Source: an optimization exercise on an open RTL-to-GDS flow (aim: small area and a short achievable clock period). Production flows keep margins and buffers that such runs may drop. Where RTL was checked, it was by simulation tests only, not by an equivalence proof against the original. For run 2, only the layout was checked, not whether the RTL still works. Power figures rest on the tool's default switching activity, not on a simulated workload.

**design/flow/design.v**
```verilog
package gpio_axis_pkg;
    localparam int MAX_CH = 16;
    typedef logic [3:0] ch_idx_t;
    function automatic integer clog2(input integer v);
        integer r, i;
        begin
            r = 0;
            for (i = 0; i < 31; i = i + 1)
                if ((1 << i) < v) r = i + 1;
            clog2 = r;
        end
    endfunction
    function automatic integer ch_width(input integer n);
        ch_width = (n <= 1) ? 1 : clog2(n);
    endfunction
    function automatic integer addr_width(input integer depth);
        addr_width = (depth <= 1) ? 1 : clog2(depth);
    endfunction
endpackage
module gpio_axis_chan_fifo #(
    parameter int DATA_WIDTH = 32,
    parameter int DEPTH      = 16,
    parameter int WEN_EDGE   = 1
) (
    input  logic                        clk,
    input  logic                        rst_n,
    input  logic                        clr,
    input  logic                        wen,
    input  logic [DATA_WIDTH-1:0]       wdata,
    input  logic                        pop,
    input  logic [DEPTH-1:0]            sel,
    output logic [DATA_WIDTH-1:0]       rd_data_n,
    output logic [DEPTH-1:0]            rsel,
    input  logic                        nonempty_nx,
    output logic                        nonempty,
    output logic                        wr_en,
    output logic                        one_left,
    output logic                        overflow
);
    localparam int AW = gpio_axis_pkg::addr_width(DEPTH);
    localparam int CW = gpio_axis_pkg::clog2(DEPTH + 1);
    logic [DATA_WIDTH-1:0] mem [DEPTH];
    logic [AW-1:0]         wptr, rptr;
    logic [CW-1:0]         count;
    logic                  wen_q;
    logic                  push, full;
    assign push     = (WEN_EDGE != 0) ? (wen & ~wen_q) : wen;
    assign full     = (count == CW'(DEPTH));
    assign one_left = (count == CW'(1));
    assign wr_en    = push & ~full;
    for (genvar i = 0; i < DEPTH; i++) begin : g_mem
        always_ff @(posedge clk) begin
            if (wr_en && wptr == AW'(i))
                mem[i] <= wdata;
        end
        assign rsel[i] = (rptr == AW'(i));
    end
    localparam int NG = (DEPTH + 2) / 3;
    for (genvar b = 0; b < DATA_WIDTH; b++) begin : g_rd
        logic [NG-1:0] grp_n;
        for (genvar g = 0; g < NG; g++) begin : g_grp
            if (3*g + 2 < DEPTH) begin : g_aoi
                gpio_axis_aoi222 u_aoi (
                    .a1 (sel[3*g]),     .a2 (mem[3*g][b]),
                    .b1 (sel[3*g + 1]), .b2 (mem[3*g + 1][b]),
                    .c1 (sel[3*g + 2]), .c2 (mem[3*g + 2][b]),
                    .y  (grp_n[g])
                );
            end else if (3*g + 1 < DEPTH) begin : g_aoi2
                assign grp_n[g] = ~((sel[3*g] & mem[3*g][b]) | (sel[3*g + 1] & mem[3*g + 1][b]));
            end else begin : g_nand
                assign grp_n[g] = ~(sel[3*g] & mem[3*g][b]);
            end
        end
        assign rd_data_n[b] = &grp_n;
    end
    always_ff @(posedge clk) begin
        nonempty <= nonempty_nx;
    end
    always_ff @(posedge clk) begin
        if (!rst_n) begin
            wen_q    <= 1'b0;
            wptr     <= '0;
            rptr     <= '0;
            count    <= '0;
            overflow <= 1'b0;
        end else if (clr) begin
            wen_q    <= wen;
            wptr     <= '0;
            rptr     <= '0;
            count    <= '0;
            overflow <= 1'b0;
        end else begin
            wen_q <= wen;
            if (wr_en)
                wptr <= (wptr == AW'(DEPTH - 1)) ? '0 : wptr + 1'b1;
            if (push && full)
                overflow <= 1'b1;
            if (pop)
                rptr <= (rptr == AW'(DEPTH - 1)) ? '0 : rptr + 1'b1;
            case ({wr_en, pop})
                2'b10:   count <= count + 1'b1;
                2'b01:   count <= count - 1'b1;
                default: ;
            endcase
        end
    end
endmodule
module gpio_axis_aoi222 (
    input  logic a1, a2, b1, b2, c1, c2,
    output logic y
);
    assign y = ~((a1 & a2) | (b1 & b2) | (c1 & c2));
endmodule
module gpio_to_axis_mux_fifo #(
    parameter int NUM_CH     = 4,
    parameter int DATA_WIDTH = 32,
    parameter int DEPTH      = 16,
    parameter int WEN_EDGE   = 1,
    parameter int BURST_LEN  = 8
) (
    input  logic                         clk,
    input  logic                         rst_n,
    input  logic                         clr,
    input  logic [NUM_CH-1:0]            wen,
    input  logic [NUM_CH*DATA_WIDTH-1:0] wdata,
    output logic [NUM_CH-1:0]            overflow,
    output logic [DATA_WIDTH-1:0]        m_axis_tdata,
    output logic [gpio_axis_pkg::ch_width(NUM_CH)-1:0] m_axis_tdest,
    output logic                         m_axis_tlast,
    output logic                         m_axis_tvalid,
    input  logic                         m_axis_tready
);
    localparam int CH_W = gpio_axis_pkg::ch_width(NUM_CH);
    logic [NUM_CH-1:0]                        nonempty, nonempty_nx;
    logic [NUM_CH-1:0]                        wr_en, one_left;
    logic [NUM_CH-1:0]                        pop;
    logic [NUM_CH-1:0][DATA_WIDTH-1:0]        dout_n;
    logic [NUM_CH-1:0][DEPTH-1:0]             rsel, rsel_nx;
    logic [NUM_CH-1:0][DEPTH-1:0]             sel;      
    logic [NUM_CH-1:0]     rr_oh, rr_nx;    
    logic [NUM_CH-1:0]     gnt_oh, gnt_nx;  
    logic [CH_W-1:0]       gnt;
    logic [DATA_WIDTH-1:0] gnt_data;
    logic                  gnt_vld, load, flush;
    for (genvar i = 0; i < NUM_CH; i++) begin : g_ch
        gpio_axis_chan_fifo #(
            .DATA_WIDTH (DATA_WIDTH),
            .DEPTH      (DEPTH),
            .WEN_EDGE   (WEN_EDGE)
        ) u_fifo (
            .clk         (clk),
            .rst_n       (rst_n),
            .clr         (clr),
            .wen         (wen[i]),
            .wdata       (wdata[(i)*(DATA_WIDTH) +: (DATA_WIDTH)]),
            .pop         (pop[i]),
            .sel         (sel[i]),
            .rd_data_n   (dout_n[i]),
            .rsel        (rsel[i]),
            .nonempty_nx (nonempty_nx[i]),
            .nonempty    (nonempty[i]),
            .wr_en       (wr_en[i]),
            .one_left    (one_left[i]),
            .overflow    (overflow[i])
        );
        assign nonempty_nx[i] = !flush && (wr_en[i] || (pop[i] ? (nonempty[i] && !one_left[i]) : nonempty[i]));
        assign rsel_nx[i] = pop[i] ? {rsel[i][DEPTH-2:0], rsel[i][DEPTH-1]} : rsel[i];
    end
    assign flush   = !rst_n || clr;
    assign gnt_vld = |nonempty;
    assign load    = gnt_vld & (~m_axis_tvalid | m_axis_tready);
    assign pop     = gnt_oh & {NUM_CH{load}};
    always_comb begin
        logic blocked;
        int   j;
        rr_nx = flush ? NUM_CH'(1) : load ? {gnt_oh[NUM_CH-2:0], gnt_oh[NUM_CH-1]} : rr_oh;
        for (int c = 0; c < NUM_CH; c++) begin
            blocked = 1'b0;
            for (int k = 1; k < NUM_CH; k++) begin
                j = (c - k + NUM_CH) % NUM_CH;
                for (int m = 0; m < k; m++)
                    if (rr_nx[j] && nonempty_nx[(j + m) % NUM_CH]) blocked = 1'b1;
            end
            gnt_nx[c] = nonempty_nx[c] && !blocked;
        end
    end
    always_ff @(posedge clk) begin
        rr_oh  <= rr_nx;
        gnt_oh <= gnt_nx;
        for (int c = 0; c < NUM_CH; c++)
            sel[c] <= rsel_nx[c] & {DEPTH{gnt_nx[c]}};
    end
    always_comb begin
        gnt      = '0;
        gnt_data = '1;
        for (int c = 0; c < NUM_CH; c++) begin
            if (gnt_oh[c]) gnt = gnt | CH_W'(c);
            gnt_data = gnt_data & dout_n[c];
        end
    end
    always_ff @(posedge clk) begin
        if (flush) begin
            m_axis_tvalid <= 1'b0;
            m_axis_tdata  <= '0;
            m_axis_tdest  <= '0;
            m_axis_tlast  <= 1'b0;
        end else if (load) begin
            m_axis_tvalid <= 1'b1;
            m_axis_tdata  <= ~gnt_data;
            m_axis_tdest  <= gnt;
            m_axis_tlast  <= (BURST_LEN >= 1);
        end else if (m_axis_tready) begin
            m_axis_tvalid <= 1'b0;
        end
    end
endmodule
```
**design/flow/flow/run.sh**
```bash
#!/bin/bash
# Standard ORFS layout (the standard.sh, standard synthesis unchanged) with
# knobs passed through the environment:
#  - port buffers are plain buf_4 cells instead of the delay-cell buffers that
#    buffer_ports picks by default;
#  - clock tree synthesis without dummy loads, with larger sink clusters;
#  - more setup repair after global routing (flow/post_grt.tcl).
set -euo pipefail
export BUFFER_PORTS_ARGS="-buffer_cell sky130_fd_sc_hd__buf_4"
export CTS_ARGS="-sink_clustering_enable -repair_clock_nets -dont_use_dummy_load -sink_clustering_size 25 -sink_clustering_max_diameter 100"
export POST_GLOBAL_ROUTE_TCL="$PWD/flow/post_grt.tcl"
export FLOW_GRT_MARGIN=2.75
export FLOW_GRT_TNS=20
bash standard.sh > standard_flow.log 2>&1
```
**design/flow/flow/post_grt.tcl**
```tcl
# Extra setup repair after global routing, on global-route parasitics, with a
# larger margin than the stage's own repair (detailed routing loses about
# 0.1 ns on the worst paths), done the way global_route.tcl does its repair:
# one pass with every move on the worst endpoints, then a sizing-only pass
# over all endpoints. Then the route guides are written again for detailed
# routing.
log_cmd estimate_parasitics -global_routing
log_cmd repair_timing -setup -setup_margin $::env(FLOW_GRT_MARGIN) -repair_tns $::env(FLOW_GRT_TNS) -verbose
log_cmd repair_timing -setup -setup_margin $::env(FLOW_GRT_MARGIN) -repair_tns 100 -sequence "sizeup,swap" -verbose
log_cmd global_route -start_incremental
log_cmd detailed_placement
log_cmd global_route -end_incremental
log_cmd estimate_parasitics -global_routing
write_guides $::env(RESULTS_DIR)/route.guide
```
**design/flow/standard.sh**
```bash
#!/bin/bash
# synth_recipe.tcl (not shown) runs the flow's synth.tcl, then flattens the netlist and writes it again
# the make line also repeats each setting of config.mk as NAME=value (left out here)
make -C /OpenROAD-flow-scripts/flow DESIGN_CONFIG=/design/flow/config.mk WORK_HOME=/design/flow/orfs CLKGATE_MAP_FILE= SYNTH_SCRIPT=/design/flow/synth_recipe.tcl "${@:-finish}"
```
**design/flow/config.mk**
```make
export PLATFORM = sky130hd
export DESIGN_NAME = gpio_to_axis_mux_fifo
export DESIGN_NICKNAME = gpio_to_axis_mux_fifo
export VERILOG_FILES = /design/flow/design.v
export SDC_FILE = /design/flow/constraint.sdc
export NUM_CORES = 4
export LEC_CHECK = 0
export CAP_MARGIN = 20
export CORE_MARGIN = 2
export CORE_UTILIZATION = 40
export CTS_CLUSTER_DIAMETER = 100
export CTS_CLUSTER_SIZE = 25
export SETUP_SLACK_MARGIN = 2.6
export SLEW_MARGIN = 20
export SYNTH_HIERARCHICAL = 1
export SYNTH_MINIMUM_KEEP_SIZE = 0
```
**design/flow/constraint.sdc**
```tcl
create_clock -name core_clock -period 5.0 [get_ports {clk}]
set_input_delay 1.0000 -clock core_clock [delete_from_list [all_inputs] [get_ports {clk}]]
set_output_delay 1.0000 -clock core_clock [all_outputs]
set_load 0.01 [all_outputs]
```
==> results of run 1 <==
## synth_stat cells, types with 12 or more instances
cell,number,share of area [%]
sky130_fd_sc_hd__inv_1,37,0.18
sky130_fd_sc_hd__nand2_1,195,0.93
sky130_fd_sc_hd__o21ai_0,23,0.15
sky130_fd_sc_hd__nand2b_1,19,0.15
sky130_fd_sc_hd__a222oi_1,640,8.1
sky130_fd_sc_hd__ha_1,52,0.82
sky130_fd_sc_hd__a41oi_1,34,0.38
sky130_fd_sc_hd__dfxtp_1,172,4.4
sky130_fd_sc_hd__nand3_1,153,0.97
sky130_fd_sc_hd__nor3_1,49,0.31
sky130_fd_sc_hd__xor2_1,12,0.13
sky130_fd_sc_hd__o211ai_1,16,0.15
sky130_fd_sc_hd__mux2i_1,45,0.57
sky130_fd_sc_hd__nor2b_1,18,0.14
sky130_fd_sc_hd__mux2_2,15,0.21
sky130_fd_sc_hd__clkbuf_1,58,0.28
sky130_fd_sc_hd__nor2_1,121,0.57
sky130_fd_sc_hd__and2_1,52,0.41
sky130_fd_sc_hd__a211oi_1,133,1.3
sky130_fd_sc_hd__edfxtp_1,2048,78
sky130_fd_sc_hd__and3_1,17,0.13
sky130_fd_sc_hd__a21oi_1,103,0.65
## final cells by class
class,instances,area [sq um],area share (%)
multi-input combinational,1826,16440,17.75
inverter,42,197.7,0.2134
sequential,2220,65080,70.26
clock buffer,101,2527,2.728
tap,2640,3303,3.566
antenna,8,20.02,0.02161
timing repair buffer,478,5059,5.461
## flip-flops by register name, summed over array words and instances, names as in the netlist, 16 cells and up
signal / count
g_ch.u_fifo.mem: 2048
g_ch.u_fifo.wptr: 16
g_ch.u_fifo.count: 20
sel: 64
m_axis_tdata: 32
g_ch.u_fifo.rptr: 16
## worst reg2reg max path, delay by kind of cell (launching register included)
| family | cells | cell delay (ns) |
|---|---|---|
| simple gates | 3 | 1.02 |
| compound gates | 2 | 0.66 |
| flops | 1 | 0.37 |
| buf+inv | 1 | 0.21 |
## modules after synthesis (local to each module, per instance), excerpt
module	copies in the design	flip-flops and latches
gpio_to_axis_mux_fifo	1	108
gpio_axis_aoi222	640	0
## per-layer routing
metal	wire, microns	vias to the layer above	global-route usage, %
met5	10	-	0
li1	-	19154	-
met3	18060	257	2.567
met4	7604	2	6.773
met1	84470	23028	27.60
met2	103000	2225	32.44
## logic make-up (layout without fill, tap and decap cells)
kind of cell / after synthesis / count (layout) / synth area share, %
XOR/XNOR: 12 / 12 / 0.1329
AND/OR/NAND/NOR: 681 / 700 / 4.293
buffers and inverters: 117 / 621 / 0.6076
AO/OA/AOI/OAI: 1000 / 1002 / 11.23
multiplexers: 60 / 60 / 0.7833
other: 0 / 8 / 0
flip-flops: 2220 / 2220 / 82.13
adder cells (fa/ha/maj): 52 / 52 / 0.8228
## metrics by stage
| stage | setup slack (ns) | std cells | hold slack (ns) |
|---|---|---|---|
| floorplan | 2.162 | 4142 | 0.4628 |
| global placement | 1.539 | 6984 | 0.4601 |
| detailed placement | 1.485 | 6997 | 0.4635 |
| CTS | 2.302 | 7145 | 0.4158 |
| finish | 2.672 | 7315 | 0.4870 |
## worst paths after layout
| kind | from | endpoint | slack [ns] | cells past startpoint |
|---|---|---|---|---|
| hold reg to reg | m_axis_tlast$_SDFFE_PN0N_ | m_axis_tlast$_SDFFE_PN0N_ | 0.49 | 2 |
| hold / removal | wen[3] | g_ch[3].u_fifo.wen_q$_SDFF_PN0_ | 0.49 | 2 |
| setup reg to reg | g_ch[2].u_fifo.nonempty$_DFF_P_ | sel[40]$_DFF_P_ | 2.67 | 6 |
| setup / recovery | g_ch[2].u_fifo.nonempty$_DFF_P_ | sel[40]$_DFF_P_ | 2.67 | 6 |
## power by group through the flow
stage | logic, mW | registers [mW] | clock network (mW)
floorplan | 0.317 | 20.8 | 0
global placement | 0.845 | 20.8 | 0
detailed placement | 0.867 | 20.8 | 0
CTS | 0.903 | 20.4 | 9.05
finish | 1.03 | 20.4 | 8.91
## layout by cell type (no fill, tap or decap), types with 47 or more instances in the layout
master,instances
sky130_fd_sc_hd__clkbuf_16,108
sky130_fd_sc_hd__a21oi_1,94
sky130_fd_sc_hd__and2_1,52
sky130_fd_sc_hd__nor2_4,68
sky130_fd_sc_hd__nand3_1,117
sky130_fd_sc_hd__a211oi_2,56
sky130_fd_sc_hd__buf_12,66
sky130_fd_sc_hd__dfxtp_1,104
sky130_fd_sc_hd__buf_4,317
sky130_fd_sc_hd__dfxtp_2,47
sky130_fd_sc_hd__a222oi_1,640
sky130_fd_sc_hd__nand2_1,183
sky130_fd_sc_hd__edfxtp_1,2048
sky130_fd_sc_hd__nor2_1,71
sky130_fd_sc_hd__buf_6,70
==> summary.txt, run 1 <==
# TYPE chip_impl_metric gauge
chip_impl_metric{name="critPathMaxStageDelay",unit="ns"} 0.62
chip_impl_metric{name="drtAntennaViolNets",unit=""} 0
chip_impl_info{name="hold_path_class",value="input port to register"} 1
chip_impl_metric{name="initial_core_util",unit="%"} 40.18
chip_impl_metric{name="layout.filler_cells",unit=""} 16283
chip_impl_metric{name="detailedRoute.firstPassIterationCount",unit=""} 10
chip_impl_metric{name="routed_wirelength",unit="mm"} 213.1
chip_impl_metric{name="max_slew.worst_pin.slew",unit="ns"} 1.062
chip_impl_info{name="tritoncts",value="built"} 1
chip_impl_metric{name="gr-usage-all-layers",unit="%"} 19.89
chip_impl_metric{name="port_buffers",unit=""} 175
chip_impl_info{name="cp_cell_sequence",value="or4_4 > and3_4 > a21o_1 > a2111o_2 > clkbuf_16 > nor3_2"} 1
chip_impl_metric{name="drv.max_cap_violation_count",unit=""} 0
chip_impl_metric{name="core",unit="sq um"} 196800
chip_impl_metric{name="p_sw_share",unit="%"} 20.01
chip_impl_metric{name="power_density",unit="nW/um^2"} 327.3
chip_impl_metric{name="p_seq_share",unit="%"} 67.2
chip_impl_info{name="timing.setup.critical_path_class",value="register to register"} 1
chip_impl_metric{name="crit_path_max_fanout",unit=""} 8
chip_impl_metric{name="maxClockFrequency",unit="MHz"} 429.6
chip_impl_metric{name="slew-limit-headroom",unit="%"} 29.23
chip_impl_metric{name="syn_nets",unit=""} 4330
chip_impl_metric{name="drc",unit=""} 0
chip_impl_metric{name="static-leakage-power",unit="nW"} 28.95
chip_impl_metric{name="vias",unit=""} 44666
chip_impl_info{name="run_status",value="finished clean"} 1
chip_impl_info{name="worstSetupEndpointType",value="register"} 1
chip_impl_metric{name="maxSlewViolCount",unit=""} 0
chip_impl_metric{name="clock_skew",unit="ns"} 0.09706
chip_impl_metric{name="grt_overflow_total",unit=""} 0
chip_impl_metric{name="cts.repair.resized",unit=""} 145
chip_impl_metric{name="post-route-cell-area",unit="sq um"} 92630
chip_impl_metric{name="netlist-cell-type-count",unit=""} 56
chip_impl_metric{name="final_hold_viol_count",unit=""} 0
chip_impl_metric{name="async_reset_ff_share",unit="%"} 0
chip_impl_info{name="critical_path.slowest_cell",value="sky130_fd_sc_hd__or4_4"} 1
chip_impl_metric{name="antenna_violations_before_repair",unit=""} 16
chip_impl_metric{name="worstPathArrival",unit="ns"} 3.02
chip_impl_metric{name="first_global_vias",unit=""} 41684
chip_impl_metric{name="io-pin-count",unit=""} 176
chip_impl_metric{name="syn-mean-instance-area",unit="sq um"} 19.09
chip_impl_metric{name="post-route-util",unit="%"} 47.07
chip_impl_metric{name="detailed_place_hpwl",unit="mm"} 123.5
chip_impl_metric{name="post_cts.repair.setup_buffers",unit=""} 35
chip_impl_metric{name="power.ir.vdd_worst",unit="mV"} 0.3486
chip_impl_metric{name="cellInternalPower",unit="mW"} 24.25
chip_impl_metric{name="synth_edf_count",unit=""} 2048
chip_impl_metric{name="min_period_over_period",unit="%"} 46.55
chip_impl_metric{name="critPathBufInv",unit=""} 1
chip_impl_metric{name="latest_clock_arrival_within_the_worst_skew_pair",unit="ns"} 0.77
chip_impl_metric{name="cts_max_path_buffers",unit=""} 3
chip_impl_metric{name="placement_rows",unit=""} 163
chip_impl_metric{name="detailedRoute.firstIterationViolations",unit=""} 7498
chip_impl_metric{name="cts_hold_buf",unit=""} 0
chip_impl_metric{name="h-tree-depth",unit=""} 3
chip_impl_metric{name="power",unit="mW"} 30.32
chip_impl_metric{name="synthesis.instances",unit=""} 4142
chip_impl_metric{name="synth_seq_cells",unit=""} 2220
chip_impl_metric{name="final_worst_path_period_need",unit="ns"} 2.328
chip_impl_metric{name="synthesis.yosys.warnings",unit=""} 10
chip_impl_metric{name="grt_start_max_net_pins",unit=""} 67
chip_impl_info{name="dominantRegCellSynth",value="sky130_fd_sc_hd__edfxtp_1"} 1
chip_impl_metric{name="totalNegativeSetupSlack",unit="ns"} 0
chip_impl_metric{name="global_route_wire_length_before_repair",unit="mm"} 296.1
chip_impl_metric{name="yosysSeqAreaShare",unit="%"} 82.13
chip_impl_metric{name="clock_sink_count",unit=""} 2220
chip_impl_metric{name="proportion_of_layout_cells_with_a_drive_suffix_above_1",unit="%"} 21.73
chip_impl_info{name="path_delay_family",value="simple AND/OR/NAND/NOR gates"} 1
chip_impl_metric{name="flow.area_growth_from_synthesis",unit="%"} 17.15
chip_impl_metric{name="switching_power",unit="mW"} 6.067
chip_impl_metric{name="power.clock.fraction",unit="%"} 29.4
chip_impl_metric{name="nNetsFinal",unit=""} 4857
chip_impl_info{name="cts_root_buffer",value="sky130_fd_sc_hd__clkbuf_16"} 1
chip_impl_metric{name="cts_inserted_buffers",unit=""} 101
chip_impl_metric{name="gp_congestion",unit=""} 0.8400
chip_impl_metric{name="cts.clk_slew.worst_paths",unit="ns"} 0.10
chip_impl_metric{name="detail_route.wl_per_cell",unit="microns"} 29.13
chip_impl_metric{name="final-setup-viol-count",unit=""} 0
chip_impl_metric{name="die_area",unit="sq um"} 201300
chip_impl_metric{name="die_w",unit="microns"} 448.6
chip_impl_metric{name="drt-vias-per-instance",unit=""} 6.106
chip_impl_metric{name="post_dp_cell_area",unit="sq um"} 85430
chip_impl_metric{name="die_h",unit="microns"} 448.6
chip_impl_metric{name="cp.required",unit="ns"} 5.69
chip_impl_metric{name="synthesis.area",unit="sq um"} 79070
chip_impl_metric{name="fraction_of_power_consumed_by_combinational_cells",unit="%"} 3.4
chip_impl_info{name="critical_path.startpoint_type",value="register"} 1
==> run 2, diff against run 1 <==
--- a/design/flow/design.v
+++ b/design/flow/design.v
@@ -170,3 +170,2 @@
     assign flush   = !rst_n || clr;
-    assign gnt_vld = |nonempty;
     assign load    = gnt_vld & (~m_axis_tvalid | m_axis_tready);
@@ -188,4 +187,5 @@
     always_ff @(posedge clk) begin
-        rr_oh  <= rr_nx;
-        gnt_oh <= gnt_nx;
+        rr_oh   <= rr_nx;
+        gnt_oh  <= gnt_nx;
+        gnt_vld <= |nonempty_nx;
         for (int c = 0; c < NUM_CH; c++)
==> run 2 against run 1 <==
  * Synthesized cell count is 1.1% lower
  * Sequential power hardly changed
  * Critical endpoint is now sel[57]$_DFF_P_
  * Clock power hardly changed
  * Die area hardly changed
  * Routed wire length is 2.3% higher
  * Utilization hardly changed
==> summary.txt, run 2 <==
# TYPE chip_impl_metric gauge
chip_impl_metric{name="power.clock.fraction",unit="%"} 29.4
chip_impl_metric{name="largest_register_ff_count",unit=""} 2048
chip_impl_metric{name="grt_overflow_total",unit=""} 0
chip_impl_metric{name="grt_start_max_net_pins",unit=""} 47
chip_impl_metric{name="synth_compound_area_share",unit="%"} 11.13
chip_impl_info{name="cts_root_buffer",value="sky130_fd_sc_hd__clkbuf_16"} 1
chip_impl_info{name="worstSetupEndpointType",value="register"} 1
chip_impl_info{name="r2r-end",value="sel[57]$_DFF_P_"} 1
chip_impl_metric{name="antenna_violations_before_repair",unit=""} 19
chip_impl_metric{name="yosysSeqAreaShare",unit="%"} 82.09
chip_impl_metric{name="cts_max_path_buffers",unit=""} 3
chip_impl_metric{name="fraction_of_power_consumed_by_combinational_cells",unit="%"} 3.5
chip_impl_metric{name="totalNegativeSetupSlack",unit="ns"} 0
chip_impl_metric{name="gp_congestion",unit=""} 0.8073
chip_impl_info{name="largest_regs",value="g_ch.u_fifo.mem (2048), sel (64), m_axis_tdata (32)"} 1
chip_impl_metric{name="place_worst_setup_slack",unit="ns"} 1.368
chip_impl_metric{name="synthesis.area",unit="sq um"} 79130
chip_impl_metric{name="die_area",unit="sq um"} 201400
chip_impl_metric{name="cp.required",unit="ns"} 5.69
chip_impl_metric{name="io-pin-count",unit=""} 176
chip_impl_metric{name="post-synth-top-area-fraction",unit="%"} 77.72
chip_impl_metric{name="port_buffers",unit=""} 175
chip_impl_metric{name="netlist-cell-type-count",unit=""} 59
chip_impl_metric{name="detail_route.wl_per_cell",unit="microns"} 29.97
chip_impl_info{name="netlist_top_cells_area",value="sky130_fd_sc_hd__edfxtp_1 (78%), sky130_fd_sc_hd__a222oi_1 (8.1%), sky130_fd_sc_hd__dfxtp_1 (4.4%)"} 1
chip_impl_metric{name="cts.clk_slew.worst_paths",unit="ns"} 0.10
chip_impl_metric{name="core",unit="sq um"} 197000
chip_impl_metric{name="slew-limit-headroom",unit="%"} 14.92
chip_impl_metric{name="clock_skew",unit="ns"} 0.1010
chip_impl_metric{name="placement_rows",unit=""} 163
chip_impl_metric{name="synthesis.yosys.warnings",unit=""} 10
chip_impl_metric{name="timing.reg2reg.worst_path_depth",unit=""} 11
chip_impl_info{name="crit_start",value="g_ch[1].u_fifo.count[0]$_SDFFE_PP0P_"} 1
chip_impl_metric{name="multi_input_area",unit="sq um"} 16600
chip_impl_metric{name="die_w",unit="microns"} 448.8
chip_impl_metric{name="yosys.area_share.simple",unit="%"} 4.237
chip_impl_info{name="synth_top_area_cell",value="sky130_fd_sc_hd__edfxtp_1"} 1
chip_impl_info{name="combinational_family_with_the_most_area_after_synthesis",value="compound AO/OA/AOI/OAI gates"} 1
chip_impl_metric{name="cts_hold_buf",unit=""} 0
chip_impl_info{name="mostFrequentLayoutCells",value="sky130_fd_sc_hd__edfxtp_1 (2048), sky130_fd_sc_hd__a222oi_1 (641), sky130_fd_sc_hd__buf_4 (298), sky130_fd_sc_hd__nand2_1 (149), sky130_fd_sc_hd__nand3_1 (118)"} 1
chip_impl_info{name="timing.critical_path.to",value="sel[57]$_DFF_P_"} 1
chip_impl_info{name="hold_crit_start",value="wen[3]"} 1
chip_impl_info{name="largest-register",value="g_ch.u_fifo.mem"} 1
chip_impl_metric{name="drc",unit=""} 0
chip_impl_info{name="synth.cells.most_frequent",value="sky130_fd_sc_hd__edfxtp_1 (2048), sky130_fd_sc_hd__a222oi_1 (641), sky130_fd_sc_hd__dfxtp_1 (173)"} 1
chip_impl_info{name="dominantRegCellSynth",value="sky130_fd_sc_hd__edfxtp_1"} 1
chip_impl_metric{name="p_sw_share",unit="%"} 20.21
chip_impl_metric{name="h-tree-depth",unit=""} 3
chip_impl_metric{name="p_seq_share",unit="%"} 67.1
chip_impl_metric{name="maxClockFrequency",unit="MHz"} 408.9
chip_impl_metric{name="max_slew.worst_pin.slew",unit="ns"} 1.276
chip_impl_metric{name="layout.filler_cells",unit=""} 16385
chip_impl_metric{name="cellInternalPower",unit="mW"} 24.24
chip_impl_metric{name="post_synthesis_mux_area_share",unit="%"} 0.9613
chip_impl_metric{name="static-leakage-power",unit="nW"} 28.74
chip_impl_metric{name="first_global_vias",unit=""} 42400
chip_impl_metric{name="global_route_wire_length_before_repair",unit="mm"} 306.9
chip_impl_info{name="layout_commonest_cell",value="sky130_fd_sc_hd__edfxtp_1"} 1
chip_impl_metric{name="drv.max_cap_violation_count",unit=""} 0
chip_impl_metric{name="async_reset_ff_share",unit="%"} 0
chip_impl_metric{name="worstPathArrival",unit="ns"} 3.14
chip_impl_metric{name="post_cts.repair.setup_buffers",unit=""} 89
chip_impl_info{name="run_status",value="finished clean"} 1
chip_impl_metric{name="setup_slack",unit="ns"} 2.554
chip_impl_metric{name="final_worst_path_period_need",unit="ns"} 2.446
chip_impl_metric{name="flow.area_growth_from_synthesis",unit="%"} 17.19
chip_impl_metric{name="synthesis.instances",unit=""} 4098
chip_impl_info{name="critical_path.startpoint_type",value="register"} 1
chip_impl_metric{name="min_period_over_period",unit="%"} 48.91
chip_impl_metric{name="crit_path_max_fanout",unit=""} 8
chip_impl_metric{name="switching_power",unit="mW"} 6.139
chip_impl_metric{name="nNetsFinal",unit=""} 4812
chip_impl_info{name="timing.setup.critical_path_class",value="register to register"} 1
chip_impl_metric{name="detailedRoute.firstPassIterationCount",unit=""} 9
chip_impl_metric{name="vias",unit=""} 44661
chip_impl_metric{name="synth_edf_count",unit=""} 2048
chip_impl_info{name="synth_most_common_cell",value="sky130_fd_sc_hd__edfxtp_1"} 1
chip_impl_metric{name="cts.repair.resized",unit=""} 198
chip_impl_metric{name="synth_area_in_adders",unit="%"} 0.8222
chip_impl_metric{name="reg2reg_setup_slack",unit="ns"} 2.55
chip_impl_metric{name="initial_core_util",unit="%"} 40.17
chip_impl_metric{name="final_hold_viol_count",unit=""} 0
chip_impl_metric{name="power.ir.vdd_worst",unit="mV"} 0.2873
chip_impl_metric{name="detailedRoute.firstIterationViolations",unit=""} 7888
chip_impl_metric{name="synth_seq_cells",unit=""} 2221
chip_impl_metric{name="gr-usage-all-layers",unit="%"} 20.71
chip_impl_metric{name="die_h",unit="microns"} 448.8
chip_impl_metric{name="syn_nets",unit=""} 4286
chip_impl_metric{name="routed_wirelength",unit="mm"} 218.0
chip_impl_info{name="hold_path_class",value="input port to register"} 1
chip_impl_metric{name="drtAntennaViolNets",unit=""} 0
chip_impl_metric{name="proportion_of_layout_cells_with_a_drive_suffix_above_1",unit="%"} 22.28
chip_impl_metric{name="detailed_place_hpwl",unit="mm"} 128.7
chip_impl_info{name="tritoncts",value="built"} 1
chip_impl_metric{name="final-setup-viol-count",unit=""} 0
chip_impl_metric{name="power_density",unit="nW/um^2"} 327.6
chip_impl_metric{name="post-route-util",unit="%"} 47.07
chip_impl_metric{name="maxSlewViolCount",unit=""} 0
chip_impl_info{name="reg2reg_from",value="g_ch[1].u_fifo.count[0]$_SDFFE_PP0P_"} 1
chip_impl_metric{name="latest_clock_arrival_within_the_worst_skew_pair",unit="ns"} 0.76
chip_impl_metric{name="syn-mean-instance-area",unit="sq um"} 19.31
chip_impl_metric{name="post_synth_xor_area_fraction",unit="%"} 0.1328
chip_impl_metric{name="clock_sink_count",unit=""} 2221
chip_impl_metric{name="seqCellArea",unit="sq um"} 65140
chip_impl_metric{name="cts_inserted_buffers",unit=""} 100
chip_impl_metric{name="holdWs",unit="ns"} 0.4527
chip_impl_metric{name="drt-vias-per-instance",unit=""} 6.142
run 2: power by group through the flow:
stage / Sequential (mW) / Combinational [mW] / Clock, mW
floorplan: 20.8 / 0.337 / 0
global placement: 20.8 / 0.868 / 0
detailed placement: 20.8 / 0.894 / 0
CTS: 20.4 / 0.954 / 9.06
finish: 20.4 / 1.07 / 8.92
run 2: worst min-delay path by stage:
stage | slack (ns) | end | depth (start not counted)
after CTS | 0.40 | g_ch[3].u_fifo.wen_q$_SDFF_PN0_ | 2
after detailed placement | 0.48 | m_axis_tdata[30]$_SDFFE_PN0N_ | 2
after global placement | 0.47 | m_axis_tdata[7]$_SDFFE_PN0N_ | 2
after floorplan | 0.46 | rr_oh[0]$_DFF_P_ | 2
final | 0.45 | g_ch[3].u_fifo.wen_q$_SDFF_PN0_ | 2
run 2: cells by family after synthesis:
family,count (synthesis)
buf+inv,113
mux,76
flops,2221
compound gates,974
fa+ha+maj,52
xor+xnor,12
simple gates,650
run 2: per-stage QoR:
step / power, mW / cell area [sq um] / cells
final: 30.38 / 92740 / 7272
after CTS: 30.41 / 90170 / 7172
after detailed placement: 21.72 / 85480 / 6952
after global placement: 21.69 / 85160 / 6940
after floorplan: 21.17 / 80290 / 4098
run 2: area by class of cell:
type                    count  area share, %
diodes                     10        0.02698
repair buffers            465          5.375
flip-flops and latches   2221          70.24
multi-input cells        1797          17.90
well taps                2640          3.562
clock buffers             100          2.698
inverters                  39         0.2010
run 2: critical path: stages (launching register included):
cell                        delay [ns]
sky130_fd_sc_hd__dfxtp_4          0.38
sky130_fd_sc_hd__inv_4            0.07
sky130_fd_sc_hd__ha_4             0.14
sky130_fd_sc_hd__nand4bb_4        0.12
sky130_fd_sc_hd__nand2_4          0.10
sky130_fd_sc_hd__clkinv_4         0.06
sky130_fd_sc_hd__nand4b_1         0.28
sky130_fd_sc_hd__a222oi_1         0.55
sky130_fd_sc_hd__o221ai_4         0.20
sky130_fd_sc_hd__buf_12           0.18
sky130_fd_sc_hd__buf_16           0.14
sky130_fd_sc_hd__nor3_4           0.14
run 2: routing by layer:
layer  track usage [%]  vias to the layer above  wire length [microns]
met4             7.029                        4                   5997
met2             33.41                     2135                 106000
met5                 0                        -                     23
met1             29.08                    23269                  87140
li1                  -                    19039                      -
met3             2.703                      214                  18780
run 2: modules after synthesis, one instance, submodules excluded, a selection:
module / times used / cell area, sq um / flip-flops and latches / cells inside
gpio_axis_aoi222: 640 / 10.01 / 0 / 1
gpio_to_axis_mux_fifo: 1 / 4521 / 109 / 434

## what the ideal ports hide
Ports are ideal in the flow. The routed layouts listed here were re-timed in OpenROAD. Step 1: set_driving_cell puts a clkbuf_16 on clk and a buf_2 on each other input, an assumption about the parent block. Step 2 moves the port delays by t, midway between the first and last clock arrival at a register: inputs arrive t later, outputs are due t later. That takes back most of the time a late clock gives input paths. Slacks: ideal ports / drivers / drivers and shift; pairs: ideal ports / drivers.
run	t, ns	setup WS [ns]	hold slack, ns
run 1	0.809	2.672 / 2.597 / 1.911	0.487 / 0.438 / 0.488
run 2	0.811	2.554 / 2.554 / 1.863	0.453 / 0.436 / 0.478
After both steps every run listed still meets setup and hold. The setup slack of run 1, which loses most, moves by -0.075 ns with the drivers and by -0.761 ns with both steps.
